This is an optimization exercise on Yosys and OpenROAD, whose aim is small area, not a production implementation. Only simulation tests tie the RTL to the original design; equivalence was not proved. Power figures rest on the tool's default switching activity, not on a simulated workload.

[constraint.sdc]
create_clock -name core_clock -period 5.0 [get_ports {CLK}]
set_input_delay 1.0000 -clock core_clock [delete_from_list [all_inputs] [get_ports {CLK}]]
set_output_delay 1.0000 -clock core_clock [all_outputs]
set_load 0.01 [all_outputs]
[config.mk]
export PLATFORM = sky130hd
export DESIGN_NAME = fifo_deq_serializer
export DESIGN_NICKNAME = fifo_deq_serializer
export VERILOG_FILES = /design/flow/design.v
export SDC_FILE = /design/flow/constraint.sdc
export NUM_CORES = 4
export LEC_CHECK = 0
export CAP_MARGIN = 20
export CORE_MARGIN = 2
export CORE_UTILIZATION = 40
export SLEW_MARGIN = 20
[design.v]
module fifo_deq_serializer #(
  parameter  int WIDTH = 704,
  parameter  int BEAT  = 32,
  localparam int BEATS = WIDTH / BEAT,
  localparam int IDX_W = (BEATS > 1) ? $clog2(BEATS) : 1
) (
  input  logic             CLK,
  input  logic             RST,
  input  logic [WIDTH-1:0] in_first,
  input  logic             in_first__RDY,
  input  logic             in_deq__RDY,
  output logic             in_deq__ENA,
  output logic [BEAT-1:0]  out_enq_v,
  output logic             out_enq_last,
  input  logic             out_enq__RDY,
  output logic             out_enq__ENA,
  output logic             busy
);
  logic [WIDTH-1:0] data_q, data_d;
  logic [IDX_W-1:0] idx_q, idx_d;
  logic             busy_q, busy_d;
  logic             last_s;
  logic             enq_ena_s;
  logic             load_s;
  always_comb begin
    last_s    = busy_q && (idx_q == IDX_W'(BEATS - 1));
    enq_ena_s = busy_q && out_enq__RDY;
    load_s    = in_first__RDY && in_deq__RDY && (!busy_q || (enq_ena_s && last_s));
  end
  always_comb begin
    data_d = data_q;
    idx_d  = idx_q;
    busy_d = busy_q;
    if (load_s) begin
      data_d = in_first;
      idx_d  = {IDX_W{1'b0}};
      busy_d = 1'b1;
    end else if (enq_ena_s) begin
      if (last_s) begin
        idx_d  = {IDX_W{1'b0}};
        busy_d = 1'b0;
      end else begin
        data_d = data_q >> BEAT;
        idx_d  = idx_q + IDX_W'(1);
      end
    end else begin
      data_d = data_q;
    end
  end
  always_ff @(posedge CLK) begin
    if (RST) begin
      data_q <= {WIDTH{1'b0}};
      idx_q  <= {IDX_W{1'b0}};
      busy_q <= 1'b0;
    end else begin
      data_q <= data_d;
      idx_q  <= idx_d;
      busy_q <= busy_d;
    end
  end
  assign in_deq__ENA  = load_s;
  assign out_enq__ENA = enq_ena_s;
  assign out_enq_last = last_s;
  assign out_enq_v    = data_q[BEAT-1:0];
  assign busy         = busy_q;
endmodule
[run.sh]
#!/bin/bash
# synth_recipe.tcl (not shown) runs the flow's synth.tcl, then flattens the netlist and writes it again
# the make line also repeats each setting of config.mk as NAME=value (left out here)
make -C /OpenROAD-flow-scripts/flow DESIGN_CONFIG=/design/flow/config.mk WORK_HOME=/design/flow/orfs CLKGATE_MAP_FILE= SYNTH_SCRIPT=/design/flow/synth_recipe.tcl finish
==> reports/qor.txt, run 1 <==
Leak pwr: 14.8 nW
Crit path buffers/inverters: 3
Root buffer cell: clkbuf_16
Top_reg_cell synth: dfxtp_1
Most common cell on crit path: clkdlybuf4s50_1
Max-cap violation count: 0
Total Power: 15.4 mW
# rows: 114
Max FO, Critical Path: 82
Worst R2R Setup Slack: 1.60 ns
Final min period: 4.01 ns
Syn Nets: 5489
Seq/Total Area, Yosys: 36.6%
Num CTS Buffers: 87
Number of synthesized flops with an enable pin: 0
Post-Syn Area: 38900 um^2
Congestion Overflow GR: 0
DR iter-0 viols: 4102
Die Footprint: 99700 um^2
Unrepaired setup endpoints after global routing: false
Largest net degree at the start of global routing: 202
# hold bufs at CTS: 0
Port Buffers: 744
Required @ worst endpoint: 4.00 ns
Fraction of layout cells with a size suffix above 1: 5.68%
Initial antenna violation count: 118
PwrDens: 311 nW/um^2
Die Span Y: 316 um
Arr. time, crit path: 3.01 ns
PostCTS Resize Cnt: 0
CTS tree: done
Fin crit share: 80.2%
Via density: 6.13
Nets: 5743
HPWL Detailed: 98700 um
# clock sinks: 710
Fmax: 249 MHz
Largest area contributor in the netlist: dfxtp_1
Crit Path Class: in2out
# DRC: 0
Crit-path cells: clkdlybuf4s50_1 > inv_8 > nor3_1 > nand2b_1 > clkdlybuf4s50_1
Worst-Skew Late Latency: 0.67 ns
Synth top area cells: dfxtp_1, a2111oi_0, o21bai_1, nor4_1, nor3_1
Core ar.: 96600 um^2
VDD IR max: 0.000216 V
Final Slew Violations: 0
Crit path max-delay family: buffers and inverters
Async set-reset flop share out of synthesis: 0%
Hold/Removal Path Class: reg2reg
WL per Instance: 24.5 um
Synth top area share: 36.6%
P&R area growth vs syn: 26.8%
Synth unique cells: 31
Die X: 316 um
Post-route ant nets: 0
Synth Instances: 4778
Pre-antenna DRT Iters: 6
Syn_area_per_cell: 8.14 um^2
Final Setup Violations: 0
Post-synthesis register bit count: 710
Fillers: 9314
YS warnings: 1
Setup_tns: 0 ns
Final Hold Viols: 0
Clock slew at the register clock pins of the worst setup and hold paths: 0.06 ns
CP endpoint kind: output port
Vias in the first global route: 38.8k
Initial Utilization: 40.3%
Outcome: no timing/DRC/antenna violations
Final RePlAce weighted congestion: 0.854
Crit-path max cell delay: 0.70 ns
WL final: 159000 um
CP max stage cell: clkdlybuf4s50_1
Worst Max-Slew Pin Slew: 1.19 ns
First-pass GRT wire length: 238000 um
Routed via count: 39.7k
Setup Skew: 0.0240 ns
Most common cell in the synthesized netlist: dfxtp_1
Slew headroom: 20.9%
CP Launch Type: input pin
CTS max path bufs: 3
GRT Resource Usage Total: 30.2%
H-Tree Depth: 3
Num ports: 745
Synth cell count leaders: dfxtp_1, inv_1, nor3_1
Postcts setup bufs: 0
layout by cell type, fill, tap and decap left out, types with 18 or more instances in the layout:
| cell | instances |
|---|---|
| dfxtp_1 | 710 |
| clkbuf_8 | 18 |
| o21bai_1 | 672 |
| clkbuf_16 | 90 |
| buf_4 | 27 |
| a22o_1 | 32 |
| buf_12 | 30 |
| a2111oi_0 | 593 |
| inv_1 | 674 |
| clkinv_2 | 22 |
| nor4_1 | 672 |
| a2111oi_2 | 80 |
| diode_2 | 90 |
| clkdlybuf4s50_1 | 743 |
| nor3_1 | 673 |
path summary, 6_finish.rpt:
check | startpoint | endpoint | depth (start not counted)
min reg2reg | data_q[279]$_SDFFE_PP0P_ | data_q[279]$_SDFFE_PP0P_ | 2
max reg2reg | idx_q[1]$_SDFFE_PP0P_ | data_q[549]$_SDFFE_PP0P_ | 7
min | data_q[279]$_SDFFE_PP0P_ | data_q[279]$_SDFFE_PP0P_ | 2
max | out_enq__RDY | in_deq__ENA | 5
layer usage:
layer  vias to the layer above  GRT usage (%)  routed length, um
li1                      18800              -                  -
met1                     19300           38.5              65400
met2                      1249           47.7              75900
met3                       339           6.35              10100
met4                        60           16.8               6820
met5                         -              0                402
state kept, by name (all words and copies together), names as in the netlist:
signal	count
idx_q	5
busy_q	1
data_q	704
final cells by class:
type,instances,area (um^2),area share (%)
timing repair buffer,801,8260,16.7
clock buffer,125,2560,5.20
inverter,675,2540,5.15
clock inverter,37,328,0.665
sequential,710,14200,28.8
multi-input combinational,2757,19600,39.7
antenna,90,225,0.457
tap,1276,1600,3.24
stage by stage:
step / instances / utilization (%) / hold slack [ns] / worst slack (ns) / area, um^2
after floorplan: 4778 / - / 0.443 / 1.98 / 38900
after global placement: 6219 / 47.8 / 0.453 / 1.01 / 46200
after detailed placement: 6219 / 47.8 / 0.455 / 1.01 / 46200
after CTS: 6381 / 50.8 / 0.464 / 0.995 / 49100
after global routing: 6460 / 51.0 / 0.482 / 0.918 / 49300
final: 6471 / 51.1 / 0.464 / 0.992 / 49300
logic make-up after synthesis:
group	count (synthesis)	synth area share (%)
AOI/OAI and AO/OA	1389	30.3
xor gates and xnor gates	1	0.0225
adders and majority gates	2	0.0644
buffers and inverters	1311	13.2
DFF	710	36.6
and+or+nand+nor	1365	19.8
report_power, final:
| group | total (mW) | internal [mW] | switching [mW] |
|---|---|---|---|
| clock | 6.49 | 3.78 | 2.71 |
| sequential | 6.47 | 6.17 | 0.303 |
| combinational | 2.39 | 1.13 | 1.26 |
worst min-delay path, cell delays in order, from the launching register on:
cell	delay, ns
dfxtp_1	0.31
inv_1	0.04
a2111oi_0	0.07
==> run 2, diff against run 1 <==
==> design.v (replaced) <==
module fifo_deq_serializer #(
  parameter  int WIDTH = 704,
  parameter  int BEAT  = 32,
  localparam int BEATS = WIDTH / BEAT,
  localparam int IDX_W = (BEATS > 1) ? $clog2(BEATS) : 1
) (
  input  logic             CLK,
  input  logic             RST,
  input  logic [WIDTH-1:0] in_first,
  input  logic             in_first__RDY,
  input  logic             in_deq__RDY,
  output logic             in_deq__ENA,
  output logic [BEAT-1:0]  out_enq_v,
  output logic             out_enq_last,
  input  logic             out_enq__RDY,
  output logic             out_enq__ENA,
  output logic             busy
);
  logic [WIDTH-1:0] data_q;    
  logic             inv_q;
  logic [IDX_W-1:0] idx_q;
  logic             busy_q;
  logic             last_s, enq_ena_s, load_s;
  logic             sel_load, sel_shift, sel_hold;
  assign last_s    = busy_q && (idx_q == IDX_W'(BEATS - 1));
  assign enq_ena_s = busy_q && out_enq__RDY;
  assign load_s    = in_first__RDY && in_deq__RDY && (!busy_q || (enq_ena_s && last_s));
  assign sel_load  = load_s;
  assign sel_shift = !load_s && enq_ena_s;
  assign sel_hold  = !load_s && !enq_ena_s;
  wire [WIDTH-1:0] shifted = {data_q[BEAT-1:0], data_q[WIDTH-1:BEAT]};
  logic [WIDTH-1:0] data_d;
  fds_sel3n #(.W(WIDTH)) u_sel (
    .a(in_first), .sa(sel_load),
    .b(shifted),  .sb(sel_shift),
    .c(data_q),   .sc(sel_hold),
    .y(data_d)
  );
  always_ff @(posedge CLK) begin
    data_q <= data_d;
    inv_q  <= load_s | ~inv_q;
  end
  always_ff @(posedge CLK) begin
    if (RST) begin
      idx_q  <= {IDX_W{1'b0}};
      busy_q <= 1'b0;
    end else if (load_s) begin
      idx_q  <= {IDX_W{1'b0}};
      busy_q <= 1'b1;
    end else if (enq_ena_s) begin
      if (last_s) begin
        idx_q  <= {IDX_W{1'b0}};
        busy_q <= 1'b0;
      end else begin
        idx_q  <= idx_q + IDX_W'(1);
      end
    end
  end
  assign in_deq__ENA  = load_s;
  assign out_enq__ENA = enq_ena_s;
  assign out_enq_last = last_s;
  assign out_enq_v    = data_q[BEAT-1:0] ^ {BEAT{inv_q}};
  assign busy         = busy_q;
endmodule
module fds_sel3n #(
  parameter int W = 1
) (
  input  logic [W-1:0] a,
  input  logic         sa,
  input  logic [W-1:0] b,
  input  logic         sb,
  input  logic [W-1:0] c,
  input  logic         sc,
  output logic [W-1:0] y
);
  assign y = ~(({W{sa}} & a) | ({W{sb}} & b) | ({W{sc}} & c));
endmodule
--- a/config.mk
+++ b/config.mk
@@ -11 +11,2 @@
 export SLEW_MARGIN = 20
+export SYNTH_HIERARCHICAL = 1
==> run 2 against run 1 <==
Setup slack better by 0.33 ns. Critical path type is now reg2out. Synthesized cell count is 64% lower. Still clean on timing, DRC and antenna. Flip-flop and latch count is 1 higher.
==> reports/qor.txt, run 2 <==
Largest register by flop count: data_q
Die Footprint: 61500 um^2 (-38%)
Via density: 6.61 (+7.8%)
Hold/Removal Path Class: reg2reg
Top_reg_cell synth: dfxtp_1
Most common cell after layout, fill and taps aside: clkdlybuf4s50_1
Port Buffers: 744 (unchanged)
Post-route ant nets: 0 (unchanged)
Initial Utilization: 40.4% (+0.16 points)
Largest regs: data_q x704, idx_q x5
Synth top area share: 59.8% (+23 points)
Final Hold Viols: 0 (unchanged)
HPWL Detailed: 71700 um (-27%)
CTS tree: done
Max FO, Critical Path: 33 (-60%)
Final RePlAce weighted congestion: 0.877 (+2.7%)
Initial antenna violation count: 67 (-43%)
P&R area growth vs syn: 39.0%
Comb power frac: 14.1% (-1.5 points)
Largest area contributor in the netlist: dfxtp_1
Pre-antenna DRT Iters: 15 (+9)
DR iter-0 viols: 5018 (+22%)
Synth Instances: 1725 (-64%)
Most common cell in the synthesized netlist: dfxtp_1
Final min period: 3.68 ns (-0.331 ns)
Crit-path cells: xor2_1 > clkdlybuf4s50_1
Synth cell count leaders: dfxtp_1, a222oi_1, buf_6
# hold bufs at CTS: 0 (unchanged)
Total Power: 15.7 mW (+2.2%)
Core ar.: 58900 um^2 (-39%)
Syn_area_per_cell: 13.8 um^2 (+70%)
# rows: 89 (-22%)
Required @ worst endpoint: 4.00 ns (about the same)
Largest net degree at the start of global routing: 217 (+7.4%)
First-pass GRT wire length: 136000 um (-43%)
Switching portion of total power: 27.0% (-0.82 points)
Congestion Overflow GR: 0 (unchanged)
Clock slew at the register clock pins of the worst setup and hold paths: 0.06 ns (about the same)
Seq/Total Area, Yosys: 59.8% (+23 points)
Worst Max-Slew Pin Slew: 1.16 ns (-0.0229 ns)
Setup Skew: 0.0308 ns (+0.00686 ns)
Num ports: 745 (unchanged)
Arr. time, crit path: 2.68 ns (-0.33 ns)
Synth unique cells: 27 (-13%)
Fmax: 272 MHz (+9.0%)
Root buffer cell: clkbuf_16
Post-Syn Area: 23800 um^2 (-39%)
Largest register FFs: 704 (unchanged)
H-Tree Depth: 3 (unchanged)
Outcome: no timing/DRC/antenna violations
# clock sinks: 711 (+0.14%)
Nets: 3047 (-47%)
PwrDens: 474 nW/um^2 (+52%)
Num CTS Buffers: 73 (-16%)
GRT Resource Usage Total: 30.2% (-0.055 points)
Max-cap violation count: 0 (unchanged)
PostCTS Resize Cnt: 0 (unchanged)
Final Slew Violations: 0 (unchanged)
Die X: 248 um (-21%)
Reg power frac: 52.0% (+9.9 points)
Die Span Y: 248 um (-21%)
Clock share of power: 33.9% (-8.4 points)
CTS max path bufs: 3 (unchanged)
Async set-reset flop share out of synthesis: 0% (unchanged)
Crit-path max cell delay: 1.04 ns (+0.34 ns)
Synth top area cells: dfxtp_1, a222oi_1, buf_6, buf_2, xor2_1
Fin crit share: 73.5% (-6.6 points)
Vias in the first global route: 20.0k (-48%)
Routed via count: 21.2k (-47%)
Fillers: 4924 (-47%)
Switching pwr: 4.24 mW (-0.86%)
Final Util: 56.2% (+5.1 points)
WL per Instance: 31.0 um (+26%)
Syn Nets: 2436 (-56%)
Postcts setup bufs: 0 (unchanged)
WL final: 99200 um (-37%)
CP Launch Type: register
Number of synthesized flops with an enable pin: 0 (unchanged)
Internal power: 11.4 mW (+3.3%)
Most frequent cells in the layout: clkdlybuf4s50_1, dfxtp_1, a222oi_1, clkbuf_16, xor2_1
Worst-Skew Late Latency: 0.61 ns (-0.06 ns)
CP endpoint kind: output port
Setup_tns: 0 ns (unchanged)
Slew headroom: 22.4% (+1.5 points)
CP max stage cell: dfxtp_2
YS warnings: 7 (+6)
Final Setup Violations: 0 (unchanged)
Fraction of layout cells with a size suffix above 1: 6.12% (+0.44 points)
# DRC: 0 (unchanged)
Leak pwr: 13.0 nW (-12%)
VDD IR max: 0.000341 V (+58%)
Post-synthesis register bit count: 711 (+0.14%)
Unrepaired setup endpoints after global routing: false
Crit Path Class: reg2out
-- run 2: cell count changes after synthesis, sizes merged, moves of 550 or more --
cell	previous run	this run
o21bai	672	1
clkbuf	565	15
a2111oi	673	0
nor4	672	0
inv	675	3
nor3	673	1
a222oi	0	704
-- run 2: power groups by stage --
stage / clock network, mW / registers [mW] / logic [mW]
final: 5.32 / 8.15 / 2.22
after global placement: 0 / 8.22 / 2.12
after global routing: 5.64 / 8.24 / 2.39
after detailed placement: 0 / 8.21 / 2.18
after CTS: 5.40 / 8.12 / 2.20
after floorplan: 0 / 7.60 / 1.32
-- run 2: cell families after synthesis --
family | count (synthesis) | synth area share (%)
buf+inv | 242 | 8.48
simple gates | 17 | 0.410
compound gates | 721 | 30.1
flops | 711 | 59.8
xor+xnor | 32 | 1.18
fa+ha+maj | 2 | 0.105
-- run 2: final timing paths --
check                              from             endpoint  slack [ns]  cells after the start
hold reg to reg     data_q[322]$_DFF_P_  data_q[322]$_DFF_P_        0.44                      1
setup / recovery          inv_q$_DFF_P_         out_enq_v[8]        1.32                      2
setup reg to reg  idx_q[0]$_SDFFE_PP0P_  data_q[343]$_DFF_P_        1.86                      7
hold / removal      data_q[322]$_DFF_P_  data_q[322]$_DFF_P_        0.44                      1
-- run 2: through the flow --
| step | hold WS [ns] | instances | area, um^2 | setup slack [ns] |
|---|---|---|---|---|
| finish | 0.439 | 3202 | 33100 | 1.32 |
| detailed placement | 0.430 | 3034 | 30700 | 1.33 |
| global route | 0.452 | 3191 | 33100 | 1.28 |
| global placement | 0.426 | 3034 | 30700 | 1.39 |
| CTS | 0.438 | 3158 | 33000 | 1.32 |
| floorplan | 0.416 | 1725 | 23800 | 2.62 |
-- run 2: final cells by class --
class	instances	area [um^2]	share of cell area (%)
antenna	44	110	0.333
clock buffer	107	2160	6.52
clock inverter	17	153	0.461
inverter	3	11.3	0.0340
multi-input combinational	772	7590	22.9
sequential	711	14200	43.0
tap	773	967	2.92
timing repair buffer	775	7870	23.8
-- run 2: critical path, delay by kind of cell (launching register included) --
kind / cells / cell delay, ns
flip-flops: 1 / 1.04
buffers and inverters: 1 / 0.62
XOR/XNOR: 1 / 0.40
-- run 2: metal layers --
| layer | GRT usage (%) | wire length, um | up-vias |
|---|---|---|---|
| met1 | 36.4 | 36900 | 10400 |
| li1 | - | - | 9243 |
| met4 | 14.3 | 3880 | 58 |
| met5 | 0 | 416 | - |
| met2 | 48.3 | 47300 | 1246 |
| met3 | 10.2 | 10700 | 230 |
==> run 3, diff against run 2 <==
--- a/design.v
+++ b/design.v
@@ -32,7 +32,12 @@
   logic [WIDTH-1:0] data_d;
-  fds_sel3n #(.W(WIDTH)) u_sel (
-    .a(in_first), .sa(sel_load),
-    .b(shifted),  .sb(sel_shift),
-    .c(data_q),   .sc(sel_hold),
-    .y(data_d)
+  fds_sel3n #(.W(WIDTH-BEAT)) u_sel (
+    .a(in_first[WIDTH-BEAT-1:0]), .sa(sel_load),
+    .b(shifted[WIDTH-BEAT-1:0]),  .sb(sel_shift),
+    .c(data_q[WIDTH-BEAT-1:0]),   .sc(sel_hold),
+    .y(data_d[WIDTH-BEAT-1:0])
+  );
+  fds_sel2n #(.W(BEAT)) u_sel_top (
+    .a(in_first[WIDTH-1:WIDTH-BEAT]), .sa(sel_load), .nsa(!sel_load),
+    .c(data_q[WIDTH-1:WIDTH-BEAT]),
+    .y(data_d[WIDTH-1:WIDTH-BEAT])
   );
@@ -77 +82,12 @@
 endmodule
+module fds_sel2n #(
+  parameter int W = 1
+) (
+  input  logic [W-1:0] a,
+  input  logic         sa,
+  input  logic         nsa,
+  input  logic [W-1:0] c,
+  output logic [W-1:0] y
+);
+  assign y = ~((a | {W{nsa}}) & (c | {W{sa}}));
+endmodule
==> flow/run.sh (new file) <==
#!/bin/bash
# The standard layout, with every port buffered by the smallest buffer cell
# (buf_1) instead of the one buffer_ports picks by default.
set -euo pipefail
bash standard.sh "BUFFER_PORTS_ARGS=-buffer_cell sky130_fd_sc_hd__buf_1" finish > orfs_make.log 2>&1
==> standard.sh (new file) <==
#!/bin/bash
# synth_recipe.tcl (not shown) runs the flow's synth.tcl, then flattens the netlist and writes it again
# the make line also repeats each setting of config.mk as NAME=value (left out here)
make -C /OpenROAD-flow-scripts/flow DESIGN_CONFIG=/design/flow/config.mk WORK_HOME=/design/flow/orfs CLKGATE_MAP_FILE= SYNTH_SCRIPT=/design/flow/synth_recipe.tcl "${@:-finish}"
--- a/config.mk
+++ b/config.mk
@@ -9,3 +9,5 @@
 export CORE_MARGIN = 2
-export CORE_UTILIZATION = 40
+export CORE_UTILIZATION = 50
+export CTS_CLUSTER_DIAMETER = 80
+export CTS_CLUSTER_SIZE = 25
 export SLEW_MARGIN = 20
removed: run.sh
==> run 3 against run 2 <==
Sequential power down 2%. Clock skew down 0.017 ns. Cell count down 7.3%. Fmax up 12%. First-iteration DRC count up 4.9%. Setup slack better by 0.38 ns. Largest cell class unchanged. Highest routed layer unchanged.
==> reports/qor.txt, run 3 <==
Outcome: no timing/DRC/antenna violations
Placed Cells: 2860 (-5.7%)
Hold/Removal Path Class: reg2reg
HPWL Detailed: 64100 um (-11%)
Final min period: 3.29 ns (-0.383 ns)
Core ar.: 45300 um^2 (-23%)
Largest register by flop count: data_q
VDD IR max: 0.000332 V (-2.6%)
DR iter-0 viols: 5265 (+4.9%)
Fraction of layout cells with a size suffix above 1: 3.67% (-2.5 points)
Nets: 3010 (-1.2%)
Final RePlAce weighted congestion: 0.925 (+5.5%)
CP max stage cell: dfxtp_1
Largest net degree at the start of global routing: 284 (+31%)
Syn Nets: 2434 (-0.082%)
Port Buffers: 744 (unchanged)
Synth top area share: 62.2% (+2.4 points)
WL final: 89200 um (-10%)
Setup WS post-layout: 1.71 ns (+0.383 ns)
Leak pwr: 10.3 nW (-21%)
Crit path max-delay family: simple AND/OR/NAND/NOR gates
CTS max path bufs: 3 (unchanged)
Die X: 218 um (-12%)
YS warnings: 7 (unchanged)
Root buffer cell: clkbuf_16
Number of synthesized flops with an enable pin: 0 (unchanged)
Clock slew at the register clock pins of the worst setup and hold paths: 0.09 ns (+0.03 ns)
Largest regs: data_q x704, idx_q x5
GRT Resource Usage Total: 34.9% (+4.7 points)
Crit path buffers/inverters: 1 (unchanged)
Max-cap violation count: 0 (unchanged)
# DRC: 0 (unchanged)
CP Launch Type: register
Final Hold Viols: 0 (unchanged)
Crit Path Class: reg2out
Placed instance area: 25700 um^2 (-16%)
Fin cells: 2967 (-7.3%)
Hold Worst Slack: 0.443 ns (+0.00340 ns)
CTS tree: done
Fillers: 3925 (-20%)
Final Cell Area: 26900 um^2 (-19%)
Final Slew Violations: 0 (unchanged)
Final Util: 59.4% (+3.2 points)
Congestion Overflow GR: 0 (unchanged)
Vias in the first global route: 18.4k (-7.8%)
Max FO, Critical Path: 7 (-79%)
Synth unique cells: 29 (+7.4%)
Crit-path max cell delay: 0.45 ns (-0.59 ns)
CP endpoint kind: output port
Most frequent cells in the layout: buf_1, dfxtp_1, a222oi_1, clkbuf_16
Worst Max-Slew Pin Slew: 1.01 ns (-0.153 ns)
Largest register FFs: 704 (unchanged)
Setup Skew: 0.0137 ns (-0.0171 ns)
Arr. time, crit path: 2.29 ns (-0.39 ns)
Seq/Total Area, Yosys: 62.2% (+2.4 points)
Synth top area cells: dfxtp_1, a222oi_1, buf_2, clkbuf_1, xor2_1
Routed via count: 20.6k (-2.7%)
# rows: 78 (-12%)
Place WS: 1.78 ns (+0.447 ns)
Die Span Y: 218 um (-12%)
Required @ worst endpoint: 4.00 ns (about the same)
# clock sinks: 711 (unchanged)
Top_reg_cell synth: dfxtp_1
Syn_area_per_cell: 13.3 um^2 (-3.7%)
Postcts setup bufs: 0 (unchanged)
Synth cell count leaders: dfxtp_1, a222oi_1, buf_2
Worst-Skew Late Latency: 0.57 ns (-0.04 ns)
Setup_tns: 0 ns (unchanged)
Post-route ant nets: 0 (unchanged)
Largest area contributor in the netlist: dfxtp_1
Pre-antenna DRT Iters: 17 (+2)
Total Power: 13.0 mW (-17%)
Fmax: 304 MHz (+12%)
Async set-reset flop share out of synthesis: 0% (unchanged)
Slew headroom: 32.6% (+10 points)
Most common cell after layout, fill and taps aside: buf_1
P&R area growth vs syn: 17.4%
WL per Instance: 30.1 um (-3.0%)
Initial antenna violation count: 73 (+9.0%)
Post-synthesis register bit count: 711 (unchanged)
PwrDens: 482 nW/um^2 (+1.7%)
Die Footprint: 47500 um^2 (-23%)
Synth Instances: 1723 (-0.12%)
Unrepaired setup endpoints after global routing: false
Num CTS Buffers: 36 (-51%)
First-pass GRT wire length: 123000 um (-9.1%)
Post-Syn Area: 22900 um^2 (-3.8%)
PostCTS Resize Cnt: 0 (unchanged)
Crit-path cells: ha_1 > and4b_4 > a21boi_0 > nor2_4 > buf_1
H-Tree Depth: 2 (-1)
# hold bufs at CTS: 0 (unchanged)
Fin crit share: 65.9% (-7.7 points)
Num ports: 745 (unchanged)
Initial Utilization: 50.6% (+10 points)
Most common cell in the synthesized netlist: dfxtp_1
Via density: 6.94 (+5.0%)
Final Setup Violations: 0 (unchanged)
==> run 3: cell types whose count changed after synthesis, sizes merged <==
cell    change
a222oi     -32
o22ai      +32
nand3       +1
buf        -68
clkbuf     +65
==> run 3: worst paths after layout <==
| path | startpoint | endpoint | slack [ns] | cells after the start |
|---|---|---|---|---|
| max | idx_q[0]$_SDFFE_PP0P_ | in_deq__ENA | 1.71 | 5 |
| min reg2reg | data_q[316]$_DFF_P_ | data_q[316]$_DFF_P_ | 0.44 | 1 |
| min | data_q[316]$_DFF_P_ | data_q[316]$_DFF_P_ | 0.44 | 1 |
| max reg2reg | idx_q[0]$_SDFFE_PP0P_ | data_q[272]$_DFF_P_ | 2.09 | 7 |
==> run 3: cell type report <==
class | count | area (um^2) | share of cell area, %
antenna | 51 | 128 | 0.475
clock buffer | 47 | 993 | 3.69
clock inverter | 8 | 77.6 | 0.288
inverter | 3 | 11.3 | 0.0419
multi-input combinational | 773 | 7470 | 27.8
sequential | 711 | 14200 | 52.9
tap | 600 | 751 | 2.79
timing repair buffer | 774 | 3230 | 12.0
==> run 3: per-layer routing <==
metal,GRT usage [%],wire [um],vias to the layer above
met4,16.5,3420,40
met5,0,254,-
met3,12.2,10800,193
met2,53.0,40900,1336
li1,-,-,9048
met1,44.2,33900,9970
==> run 3: power breakdown <==
part	internal [mW]	switching [mW]
clock	1.47	1.83
combinational	0.869	0.835
sequential	6.97	0.992
==> run 3: worst reg2reg max path, cell delays in order (launching register included) <==
cell and delay (ns):
dfxtp_1 0.45, ha_1 0.22, and4b_4 0.31, a21boi_0 0.17
nor2_4 0.26, buf_12 0.45, buf_16 0.48, a222oi_1 0.41
==> run 3: logic make-up (layout without fill, tap and decap cells) <==
kind of cell / count (synthesis) / count (layout) / share of synthesized area, %
buffers and inverters: 239 / 832 / 5.34
AOI/OAI and AO/OA: 721 / 721 / 30.7
and+or+nand+nor: 18 / 18 / 0.448
other: 0 / 51 / 0
xor gates and xnor gates: 32 / 32 / 1.22
adders and majority gates: 2 / 2 / 0.109
DFF: 711 / 711 / 62.2
==> run 4, diff against run 3 <==
--- a/config.mk
+++ b/config.mk
@@ -7,3 +7,3 @@
 export LEC_CHECK = 0
-export CAP_MARGIN = 20
+export CAP_MARGIN = 10
 export CORE_MARGIN = 2
@@ -11,4 +11,5 @@
 export CTS_CLUSTER_DIAMETER = 80
-export CTS_CLUSTER_SIZE = 25
-export SLEW_MARGIN = 20
+export CTS_CLUSTER_SIZE = 28
+export PLACE_DENSITY = 0.7
+export SLEW_MARGIN = 10
 export SYNTH_HIERARCHICAL = 1
==> run 4 against run 3 <==
Utilization fell by 0.65 points. Non-clock buffer count shrank 6. Global-route usage fell by 0.54 points. Clock-buffer cell count is 12 lower. Die area did not move. Cell count decreased by 0.74%. Hold slack gained 0.0022 ns. Critical path type unchanged.
==> reports/qor.txt, run 4 <==
Initial antenna violation count: 43 (-41%)
First-pass GRT wire length: 123000 um (about the same)
WL per Instance: 30.0 um (-0.17%)
Setup WS post-layout: 1.62 ns (-0.0858 ns)
Leak pwr: 10.1 nW (-1.3%)
WL final: 88400 um (-0.91%)
Crit-path cells: ha_1 > and4b_4 > a21boi_0 > nor2_4 > buf_1
Arr. time, crit path: 2.38 ns (+0.09 ns)
Postcts setup bufs: 0 (unchanged)
Unrepaired setup endpoints after global routing: false
Max-cap violation count: 0 (unchanged)
Initial Utilization: 50.6% (unchanged)
Fillers: 3899 (-0.66%)
Syn Nets: 2434 (unchanged)
Worst-Skew Late Latency: 0.62 ns (+0.05 ns)
Port Buffers: 744 (unchanged)
Setup Skew: 0.0245 ns (+0.0108 ns)
Synth unique cells: 29 (unchanged)
# rows: 78 (unchanged)
# clock sinks: 711 (unchanged)
Die Span Y: 218 um (unchanged)
Synth cell count leaders: dfxtp_1, a222oi_1, buf_2
Hold EP: data_q[183]$_DFF_P_
GRT Resource Usage Total: 34.3% (-0.54 points)
VDD IR max: 0.000312 V (-6.3%)
Crit path max-delay family: simple AND/OR/NAND/NOR gates
Final RePlAce weighted congestion: 0.949 (+2.5%)
P&R area growth vs syn: 16.2%
Outcome: no timing/DRC/antenna violations
Slew headroom: 27.0% (-5.6 points)
Final Slew Violations: 0 (unchanged)
Required @ worst endpoint: 4.00 ns (about the same)
Fraction of layout cells with a size suffix above 1: 3.13% (-0.54 points)
Crit-path max cell delay: 0.45 ns (about the same)
Fin crit share: 67.6% (+1.7 points)
Synth top area share: 62.2% (unchanged)
Most common cell in the synthesized netlist: dfxtp_1
CTS max path bufs: 3 (unchanged)
HPWL Detailed: 63600 um (-0.82%)
Largest area contributor in the netlist: dfxtp_1
Top_reg_cell synth: dfxtp_1
WP depth: 5 (unchanged)
Worst Max-Slew Pin Slew: 1.10 ns (+0.0841 ns)
CP max stage cell: dfxtp_1
Pre-antenna DRT Iters: 22 (+5)
# hold bufs at CTS: 0 (unchanged)
Die Footprint: 47500 um^2 (unchanged)
Setup_tns: 0 ns (unchanged)
Via density: 7.07 (+1.9%)
Reg2Reg Depth: 6 (-1)
Largest register by flop count: data_q
Most frequent cells in the layout: buf_1, dfxtp_1, a222oi_1, xor2_1, o22ai_1
Final Util: 58.7% (-0.65 points)
H-Tree Depth: 1 (-1)
Post-Syn Area: 22900 um^2 (unchanged)
PostCTS Resize Cnt: 0 (unchanged)
Num CTS Buffers: 31 (-14%)
Final Hold Viols: 0 (unchanged)
CP endpoint kind: output port
Post-synthesis register bit count: 711 (unchanged)
Terminus of the critical flop-to-flop path: data_q[651]$_DFF_P_
CTS tree: done
Routed via count: 20.8k (+1.2%)
Hold_sp: data_q[183]$_DFF_P_
Hold Worst Slack: 0.445 ns (+0.00221 ns)
Worst hold stages: 1 (unchanged)
Max FO, Critical Path: 13 (+6)
Async set-reset flop share out of synthesis: 0% (unchanged)
PwrDens: 476 nW/um^2 (-1.2%)
Seq/Total Area, Yosys: 62.2% (unchanged)
Core ar.: 45300 um^2 (unchanged)
Largest net degree at the start of global routing: 215 (-24%)
Worst Setup SP: idx_q[0]$_SDFFE_PP0P_
YS warnings: 7 (unchanged)
Fmax: 296 MHz (-2.5%)
Num ports: 745 (unchanged)
Die X: 218 um (unchanged)
Largest regs: data_q x704, idx_q x5
Vias in the first global route: 18.9k (+2.3%)
Place WS: 1.77 ns (-0.00779 ns)
Number of synthesized flops with an enable pin: 0 (unchanged)
Root buffer cell: clkbuf_16
Syn_area_per_cell: 13.3 um^2 (unchanged)
Crit path buffers/inverters: 1 (unchanged)
Hold/Removal Path Class: reg2reg
Congestion Overflow GR: 0 (unchanged)
DR iter-0 viols: 5953 (+13%)
Nets: 2999 (-0.37%)
Largest register FFs: 704 (unchanged)
Most common cell after layout, fill and taps aside: buf_1
Final min period: 3.38 ns (+0.0859 ns)
# DRC: 0 (unchanged)
CP Launch Type: register
Clock slew at the register clock pins of the worst setup and hold paths: 0.11 ns (+0.02 ns)
Synth Instances: 1723 (unchanged)
Final Setup Violations: 0 (unchanged)
Worst R2R Setup Slack: 2.03 ns (-0.06 ns)
Critical register-to-register path startpoint: idx_q[0]$_SDFFE_PP0P_
Crit Path Class: reg2out
Post-route ant nets: 0 (unchanged)
Synth top area cells: dfxtp_1, a222oi_1, buf_2, clkbuf_1, xor2_1
-- run 4: cells by family (layout without fill, tap and decap cells) --
group                      Yosys count  count (layout)  share of synthesized area [%]
AOI/OAI and AO/OA                  721             721                           30.7
DFF                                711             711                           62.2
buffers and inverters              239             815                           5.34
xor gates and xnor gates            32              32                           1.22
and+or+nand+nor                     18              18                          0.448
adders and majority gates            2               2                          0.109
other                                0              46                              0
-- run 4: worst reg2reg max path: cells and delay by family (launching register included) --
kind                     cells  cell delay (ns)
AND/OR/NAND/NOR              2             0.69
buffers and inverters        1             0.87
adder cells (fa/ha/maj)      1             0.21
flip-flops                   1             0.45
AO/OA/AOI/OAI                2             0.56
-- run 4: worst max-delay path by stage --
stage,end,slack (ns)
2_1_floorplan,in_deq__ENA,2.55
3_3_place_gp,data_q[178]$_DFF_P_,1.90
3_5_place_dp,data_q[82]$_DFF_P_,1.77
4_1_cts,in_deq__ENA,1.63
5_1_grt,in_deq__ENA,1.50
6_report,in_deq__ENA,1.62
-- run 4: where the power goes --
part | internal, mW | leakage (nW) | switching [mW]
Combinational | 0.860 | 3.71 | 0.842
Sequential | 6.97 | 6.00 | 1.03
Clock | 1.18 | 0.436 | 1.79
Total | 9.01 | 10.1 | 3.66
-- run 4: through the flow --
stage	std cells	area (um^2)	total power, mW
after CTS	2899	26500	12.6
after global routing	2937	26600	13.1
after floorplan	1723	22900	8.79
after detailed placement	2855	25600	9.72
final	2945	26600	12.7
after global placement	2855	25600	9.63
-- run 4: routing by layer --
layer  GRT usage, %  wire length, um  vias to the layer above
met4           17.0             3960                        6
met5              0               34                        -
li1               -                -                     9005
met3           7.78             9820                      193
met1           44.9            33600                    10200
met2           53.4            41000                     1417
-- run 4: area by class of cell --
cell class | count | area (um^2) | area share (%)
Clock inverter | 9 | 90.1 | 0.339
Clock buffer | 35 | 801 | 3.01
Tap cell | 600 | 751 | 2.82
Timing Repair Buffer | 768 | 3120 | 11.7
Inverter | 3 | 11.3 | 0.0423
Antenna cell | 46 | 115 | 0.433
Multi-Input combinational cell | 773 | 7470 | 28.1
Sequential cell | 711 | 14200 | 53.5
==> run 5, diff against run 4 <==
--- a/config.mk
+++ b/config.mk
@@ -9,6 +9,6 @@
 export CORE_MARGIN = 2
-export CORE_UTILIZATION = 50
+export CORE_UTILIZATION = 55
 export CTS_CLUSTER_DIAMETER = 80
-export CTS_CLUSTER_SIZE = 28
-export PLACE_DENSITY = 0.7
+export CTS_CLUSTER_SIZE = 30
+export PLACE_DENSITY = 0.75
 export SLEW_MARGIN = 10
==> run 5 against run 4 <==
Power is 1.4% higher. Clock power is 5% higher. Sequential power hardly changed. Clock-buffer cell count is 3 lower. Critical endpoint unchanged. Largest power group unchanged.
==> reports/qor.txt, run 5 <==
Initial antenna violation count: 52 (+21%)
Most common cell in the synthesized netlist: dfxtp_1
Async set-reset flop share out of synthesis: 0% (unchanged)
Hold/Removal Path Class: reg2reg
Worst-Skew Late Latency: 0.64 ns (+0.02 ns)
Via density: 7.36 (+4.1%)
Num ports: 745 (unchanged)
Crit Path Class: reg2out
# clock sinks: 711 (unchanged)
Final Hold Viols: 0 (unchanged)
Synth cell count leaders: dfxtp_1, a222oi_1, buf_2
Final Slew Violations: 0 (unchanged)
Setup Skew: 0.0299 ns (+0.00539 ns)
Synth top area cells: dfxtp_1, a222oi_1, buf_2, clkbuf_1, xor2_1
First-pass GRT wire length: 125000 um (+1.3%)
Leak pwr: 10.2 nW (+0.41%)
Required @ worst endpoint: 4.00 ns (about the same)
Max-cap violation count: 0 (unchanged)
Pre-antenna DRT Iters: 17 (-23%)
Die Footprint: 43300 um^2 (-8.9%)
Crit path buffers/inverters: 1 (unchanged)
Syn Nets: 2434 (unchanged)
Fmax: 294 MHz (-0.60%)
GRT Resource Usage Total: 37.7% (+3.4 points)
YS warnings: 7 (unchanged)
Num CTS Buffers: 31 (unchanged)
Synth Instances: 1723 (unchanged)
HPWL Detailed: 63500 um (-0.21%)
Synth unique cells: 29 (unchanged)
Number of synthesized flops with an enable pin: 0 (unchanged)
# rows: 74 (-5.1%)
Post-Syn Area: 22900 um^2 (unchanged)
Crit-path max cell delay: 0.44 ns (about the same)
Synth top area share: 62.2% (unchanged)
Largest register FFs: 704 (unchanged)
# DRC: 0 (unchanged)
Setup_tns: 0 ns (unchanged)
Top_reg_cell synth: dfxtp_1
Final Setup Violations: 0 (unchanged)
H-Tree Depth: 1 (unchanged)
Slew headroom: 25.6% (-1.4 points)
Congestion Overflow GR: 0 (unchanged)
CP max stage cell: dfxtp_1
Seq/Total Area, Yosys: 62.2% (unchanged)
CP Launch Type: register
Fillers: 3318 (-15%)
Most frequent cells in the layout: buf_1, dfxtp_1, a222oi_1, xor2_1, o22ai_1
Port Buffers: 744 (unchanged)
Outcome: no timing/DRC/antenna violations
Arr. time, crit path: 2.40 ns (+0.02 ns)
CP endpoint kind: output port
DR iter-0 viols: 6720 (+13%)
Core ar.: 40900 um^2 (-9.6%)
Final RePlAce weighted congestion: 0.985 (+3.9%)
Most common cell after layout, fill and taps aside: buf_1
Crit-path cells: ha_1 > and4b_4 > a21boi_0 > nor2_4 > buf_1
Die X: 208 um (-4.6%)
PostCTS Resize Cnt: 0 (unchanged)
Largest area contributor in the netlist: dfxtp_1
Place WS: 1.79 ns (+0.0188 ns)
Crit path max-delay family: simple AND/OR/NAND/NOR gates
Fraction of layout cells with a size suffix above 1: 3.55% (+0.42 points)
Postcts setup bufs: 0 (unchanged)
Final Util: 65.0% (+6.3 points)
P&R area growth vs syn: 16.2% (about the same)
Nets: 2999 (unchanged)
Worst Max-Slew Pin Slew: 1.12 ns (+0.0206 ns)
Routed via count: 21.3k (+2.3%)
PwrDens: 483 nW/um^2 (+1.3%)
Clock slew at the register clock pins of the worst setup and hold paths: 0.11 ns (about the same)
Max FO, Critical Path: 7 (-6)
WL final: 88600 um (+0.19%)
Unrepaired setup endpoints after global routing: false
Root buffer cell: clkbuf_16
Initial Utilization: 56.0% (+5.4 points)
# hold bufs at CTS: 0 (unchanged)
Largest net degree at the start of global routing: 245 (+14%)
VDD IR max: 0.000344 V (+11%)
Vias in the first global route: 19.0k (+0.55%)
Setup WS post-layout: 1.60 ns (-0.0204 ns)
WL per Instance: 30.6 um (+2.0%)
Largest regs: data_q x704, idx_q x5
Largest register by flop count: data_q
Post-route ant nets: 0 (unchanged)
Final min period: 3.40 ns (+0.0204 ns)
CTS max path bufs: 3 (unchanged)
Syn_area_per_cell: 13.3 um^2 (unchanged)
Post-synthesis register bit count: 711 (unchanged)
Worst R2R Setup Slack: 2.12 ns (+0.09 ns)
Die Span Y: 208 um (-4.6%)
Fin crit share: 68.0% (+0.41 points)
CTS tree: done
## run 5: cells by family (layout without fill, tap and decap cells)
group / Yosys count / count (layout) / share of synthesized area [%]
AO/OA/AOI/OAI: 721 / 721 / 30.7
flip-flops: 711 / 711 / 62.2
buffers and inverters: 239 / 823 / 5.34
XOR/XNOR: 32 / 32 / 1.22
AND/OR/NAND/NOR: 18 / 18 / 0.448
adder cells (fa/ha/maj): 2 / 2 / 0.109
other: 0 / 53 / 0
## run 5: worst paths after layout
kind                                            start                  end  depth (start not counted)
worst max-delay path            idx_q[0]$_SDFFE_PP0P_          in_deq__ENA                          5
worst min-delay path              data_q[199]$_DFF_P_  data_q[167]$_DFF_P_                          1
worst max register to register  idx_q[0]$_SDFFE_PP0P_  data_q[231]$_DFF_P_                          6
worst min register to register    data_q[199]$_DFF_P_  data_q[167]$_DFF_P_                          1
## run 5: metrics by stage
stage	total power, mW	std cells	cell area (um^2)	hold WS, ns
4_1_cts	12.8	2839	26500	0.445
3_5_place_dp	9.71	2787	25500	0.430
6_report	12.8	2892	26600	0.445
2_1_floorplan	8.79	1723	22900	0.411
3_3_place_gp	9.63	2787	25500	0.426
5_1_grt	13.3	2883	26600	0.458
## run 5: area by class of cell
cell class | instances | area, um^2 | share of cell area (%)
Antenna cell | 53 | 133 | 0.498
Clock buffer | 32 | 779 | 2.93
Clock inverter | 20 | 201 | 0.757
Inverter | 3 | 11.3 | 0.0423
Multi-Input combinational cell | 773 | 7470 | 28.1
Sequential cell | 711 | 14200 | 53.5
Tap cell | 532 | 666 | 2.50
Timing Repair Buffer | 768 | 3110 | 11.7
## run 5: layer usage
layer / vias up / part of all wire [%] / track usage (%)
li1: 9019 / - / -
met1: 10300 / 37 / 49.3
met2: 1710 / 46 / 56.9
met3: 242 / 13 / 10.7
met4: 16 / 4.9 / 19.8
met5: - / 0.13 / 0
## run 5: power by group
group	internal, mW	leakage [nW]	switching [mW]	total (mW)
clock	1.24	0.481	1.87	3.11
sequential	6.97	6.00	1.03	8.01
combinational	0.859	3.70	0.864	1.72
total	9.08	10.2	3.76	12.8
==> run 6, diff against run 5 <==
--- a/config.mk
+++ b/config.mk
@@ -9,6 +9,6 @@
 export CORE_MARGIN = 2
-export CORE_UTILIZATION = 55
-export CTS_CLUSTER_DIAMETER = 80
-export CTS_CLUSTER_SIZE = 30
-export PLACE_DENSITY = 0.75
+export CORE_UTILIZATION = 50
+export CTS_CLUSTER_DIAMETER = 90
+export CTS_CLUSTER_SIZE = 32
+export PLACE_DENSITY = 0.7
 export SLEW_MARGIN = 10
==> run 6 against run 5 <==
Still clean on timing, DRC and antenna. Via count shrank 2.5%. Area after synthesis is the same. Cell count rose by 1.6%. First-iteration DRC count is 8.4% lower. Wire length fell by 0.44%. Hold slack about the same. Critical path depth unchanged. Sequential power about the same. Critical path type unchanged. Critical endpoint unchanged. Largest power group unchanged. Highest routed layer unchanged.
==> reports/qor.txt, run 6 <==
Top_reg_cell synth: dfxtp_1
CP Launch Type: register
Met2 GRT Util: 54.1% (-2.8 points)
Num CTS Buffers: 27 (-13%)
PwrDens: 470 nW/um^2 (-2.5%)
Largest family of logic cells by synthesized area: compound AO/OA/AOI/OAI gates
CP endpoint kind: output port
Largest regs: data_q x704, idx_q x5
H-Tree Depth: 1 (unchanged)
WL per Instance: 30.0 um (-2.0%)
P&R area growth vs syn: 15.5%
# rows: 78 (+5.4%)
Synth top area share: 62.2% (unchanged)
HPWL Detailed: 63600 um (+0.21%)
Vias in the first global route: 18.8k (-1.1%)
Final Util: 58.4% (-6.6 points)
Port Buffers: 744 (unchanged)
Largest area contributor in the netlist: dfxtp_1
Required @ worst endpoint: 4.00 ns (about the same)
Fin crit share: 66.7% (-1.3 points)
Num ports: 745 (unchanged)
Post-synthesis register bit count: 711 (unchanged)
# DRC: 0 (unchanged)
Met3 Use GR: 8.31% (-2.4 points)
Synth Area in Simple Gates: 0.448% (unchanged)
WL final: 88200 um (-0.44%)
Largest register FFs: 704 (unchanged)
Mux contribution to synthesized area: 0% (unchanged)
Hold/Removal Path Class: reg2reg
Adder-cell share of the synthesized area: 0.109% (unchanged)
GRT Resource Usage Total: 34.2% (-3.5 points)
Clock slew at the register clock pins of the worst setup and hold paths: 0.12 ns (about the same)
# clock sinks: 711 (unchanged)
Synth Area in XOR/XNOR: 1.22% (unchanged)
Routed via count: 20.8k (-2.5%)
Most used routing layer: met2
Max FO, Critical Path: 13 (+6)
Most frequent cells in the layout: buf_1, dfxtp_1, a222oi_1, xor2_1, o22ai_1
Arr. time, crit path: 2.33 ns (-0.07 ns)
Most common cell in the synthesized netlist: dfxtp_1
Core ar.: 45300 um^2 (+11%)
Post-route ant nets: 0 (unchanged)
Leak pwr: 10.1 nW (-1.1%)
Synth top area cells: dfxtp_1, a222oi_1, buf_2, clkbuf_1, xor2_1
Synth Instances: 1723 (unchanged)
Syn_area_per_cell: 13.3 um^2 (unchanged)
CTS tree: done
Worst Max-Slew Pin Slew: 1.09 ns (-0.0238 ns)
Die Footprint: 47500 um^2 (+9.8%)
Worst hold stages: 1 (unchanged)
Reg2Reg Depth: 6 (unchanged)
Post-synthesis compound-gate area fraction: 30.7% (unchanged)
Final RePlAce weighted congestion: 0.949 (-3.7%)
Initial antenna violation count: 51 (-1.9%)
Setup_tns: 0 ns (unchanged)
Worst-Skew Late Latency: 0.61 ns (-0.03 ns)
Final Hold Viols: 0 (unchanged)
Outcome: no timing/DRC/antenna violations
First-pass GRT wire length: 123000 um (-1.9%)
Die X: 218 um (+4.8%)
Nets: 2995 (-0.13%)
Die Span Y: 218 um (+4.8%)
Unrepaired setup endpoints after global routing: false
Most common cell after layout, fill and taps aside: buf_1
Seq/Total Area, Yosys: 62.2% (unchanged)
Crit Path Class: reg2out
Met1 Track Usage GR: 44.3% (-4.9 points)
Syn Nets: 2434 (unchanged)
Slew headroom: 27.2% (+1.6 points)
Final Slew Violations: 0 (unchanged)
CTS max path bufs: 3 (unchanged)
# hold bufs at CTS: 0 (unchanged)
Largest register by flop count: data_q
VDD IR max: 0.000317 V (-7.9%)
YS warnings: 7 (unchanged)
DR iter-0 viols: 6153 (-8.4%)
Final min period: 3.33 ns (-0.0663 ns)
Number of synthesized flops with an enable pin: 0 (unchanged)
Synth unique cells: 29 (unchanged)
Synth cell count leaders: dfxtp_1, a222oi_1, buf_2
Fmax: 300 MHz (+2.0%)
Via density: 7.07 (-4.0%)
Post-Syn Area: 22900 um^2 (unchanged)
Fraction of layout cells with a size suffix above 1: 2.84% (-0.72 points)
Root buffer cell: clkbuf_16
PostCTS Resize Cnt: 0 (unchanged)
Initial Utilization: 50.6% (-5.4 points)
Setup Skew: 0.0170 ns (-0.0129 ns)
Async set-reset flop share out of synthesis: 0% (unchanged)
Postcts setup bufs: 0 (unchanged)
Congestion Overflow GR: 0 (unchanged)
Max-cap violation count: 0 (unchanged)
Final Setup Violations: 0 (unchanged)
Largest net degree at the start of global routing: 215 (-12%)
Pre-antenna DRT Iters: 21 (+4)
run 6: cells by family after synthesis:
kind of cell | Yosys count
AO/OA/AOI/OAI | 721
XOR/XNOR | 32
adder cells (fa/ha/maj) | 2
buffers and inverters | 239
flip-flops | 711
AND/OR/NAND/NOR | 18
run 6: path summary, 6_finish.rpt:
kind                    startpoint                   to  slack [ns]
max          idx_q[0]$_SDFFE_PP0P_          in_deq__ENA        1.67
min            data_q[702]$_DFF_P_  data_q[702]$_DFF_P_        0.45
max reg2reg  idx_q[0]$_SDFFE_PP0P_  data_q[618]$_DFF_P_        2.06
min reg2reg    data_q[702]$_DFF_P_  data_q[702]$_DFF_P_        0.45
run 6: metrics by stage:
step                cell area [um^2]  instances  power, mW  hold slack, ns  setup WS [ns]
floorplan                      22900       1723       8.79           0.411           2.55
global placement               25600       2855       9.63           0.421           1.90
detailed placement             25600       2855       9.72           0.429           1.77
CTS                            26300       2890       12.4           0.445           1.63
global route                   26400       2929       12.9           0.462           1.50
finish                         26500       2938       12.4           0.445           1.67
run 6: critical path, stage by stage, from the launching register on:
cell      delay, ns
dfxtp_1        0.45
ha_1           0.20
and4b_4        0.30
a21boi_0       0.17
nor2_4         0.36
buf_1          0.23
run 6: report_power, final:
part / total [mW] / internal, mW / leakage, nW / switching (mW)
Clock: 2.74 / 1.01 / 0.361 / 1.73
Sequential: 8.00 / 6.97 / 6.00 / 1.03
Combinational: 1.70 / 0.860 / 3.71 / 0.843
Total: 12.4 / 8.85 / 10.1 / 3.60
run 6: per-layer routing:
layer / up-vias / share of wire (%)
met1: 10200 / 38
met5: - / 0.099
met4: 14 / 3.6
met2: 1447 / 47
met3: 166 / 11
li1: 8990 / -
run 6: final cells by class:
| cell class | count | area [um^2] |
|---|---|---|
| diodes | 48 | 120 |
| clock buffers | 28 | 679 |
| clock inverters | 7 | 68.8 |
| fillers | 3916 | 18800 |
| inverters | 3 | 11.3 |
| multi-input cells | 773 | 7470 |
| flip-flops and latches | 711 | 14200 |
| well taps | 600 | 751 |
| repair buffers | 768 | 3120 |

## what the ideal ports hide
In the flow no input, the clock included, has a driving cell. The finished layouts below were timed again as built, in two steps. Step 1 sets driving cells, clkbuf_16 on the clock port and buf_2 on the other inputs (assumed; they add their load-dependent delay and slew). Step 2 also shifts input and output timing later by t, the mid clock arrival at the registers, as if the neighbouring blocks saw the same clock. a / b / c = ideal / step 1 / step 2; a / b = the first two.
run	shift t [ns]	setup slack, ns	worst setup path after step 2	clock arrival spread, ns	worst data-port slew with drivers (ns)
run 1	0.732	0.992 / 0.959 / 0.959	input to output	0.029 / 0.029	0.25
run 2	0.657	1.323 / 1.260 / 1.201	input to register	0.032 / 0.031	0.15
run 3	0.631	1.706 / 1.644 / 1.666	input to register	0.019 / 0.019	0.18
run 4	0.659	1.620 / 1.564 / 1.631	input to register	0.025 / 0.025	0.17
run 5	0.684	1.600 / 1.538 / 1.687	input to register	0.035 / 0.035	0.15
run 6	0.655	1.666 / 1.610 / 1.655	input to register	0.020 / 0.020	0.16
After both steps setup and hold are still met in every run listed. For run 2, which loses most, drivers alone change the setup slack by -0.063 ns; drivers and shift together by -0.122 ns.
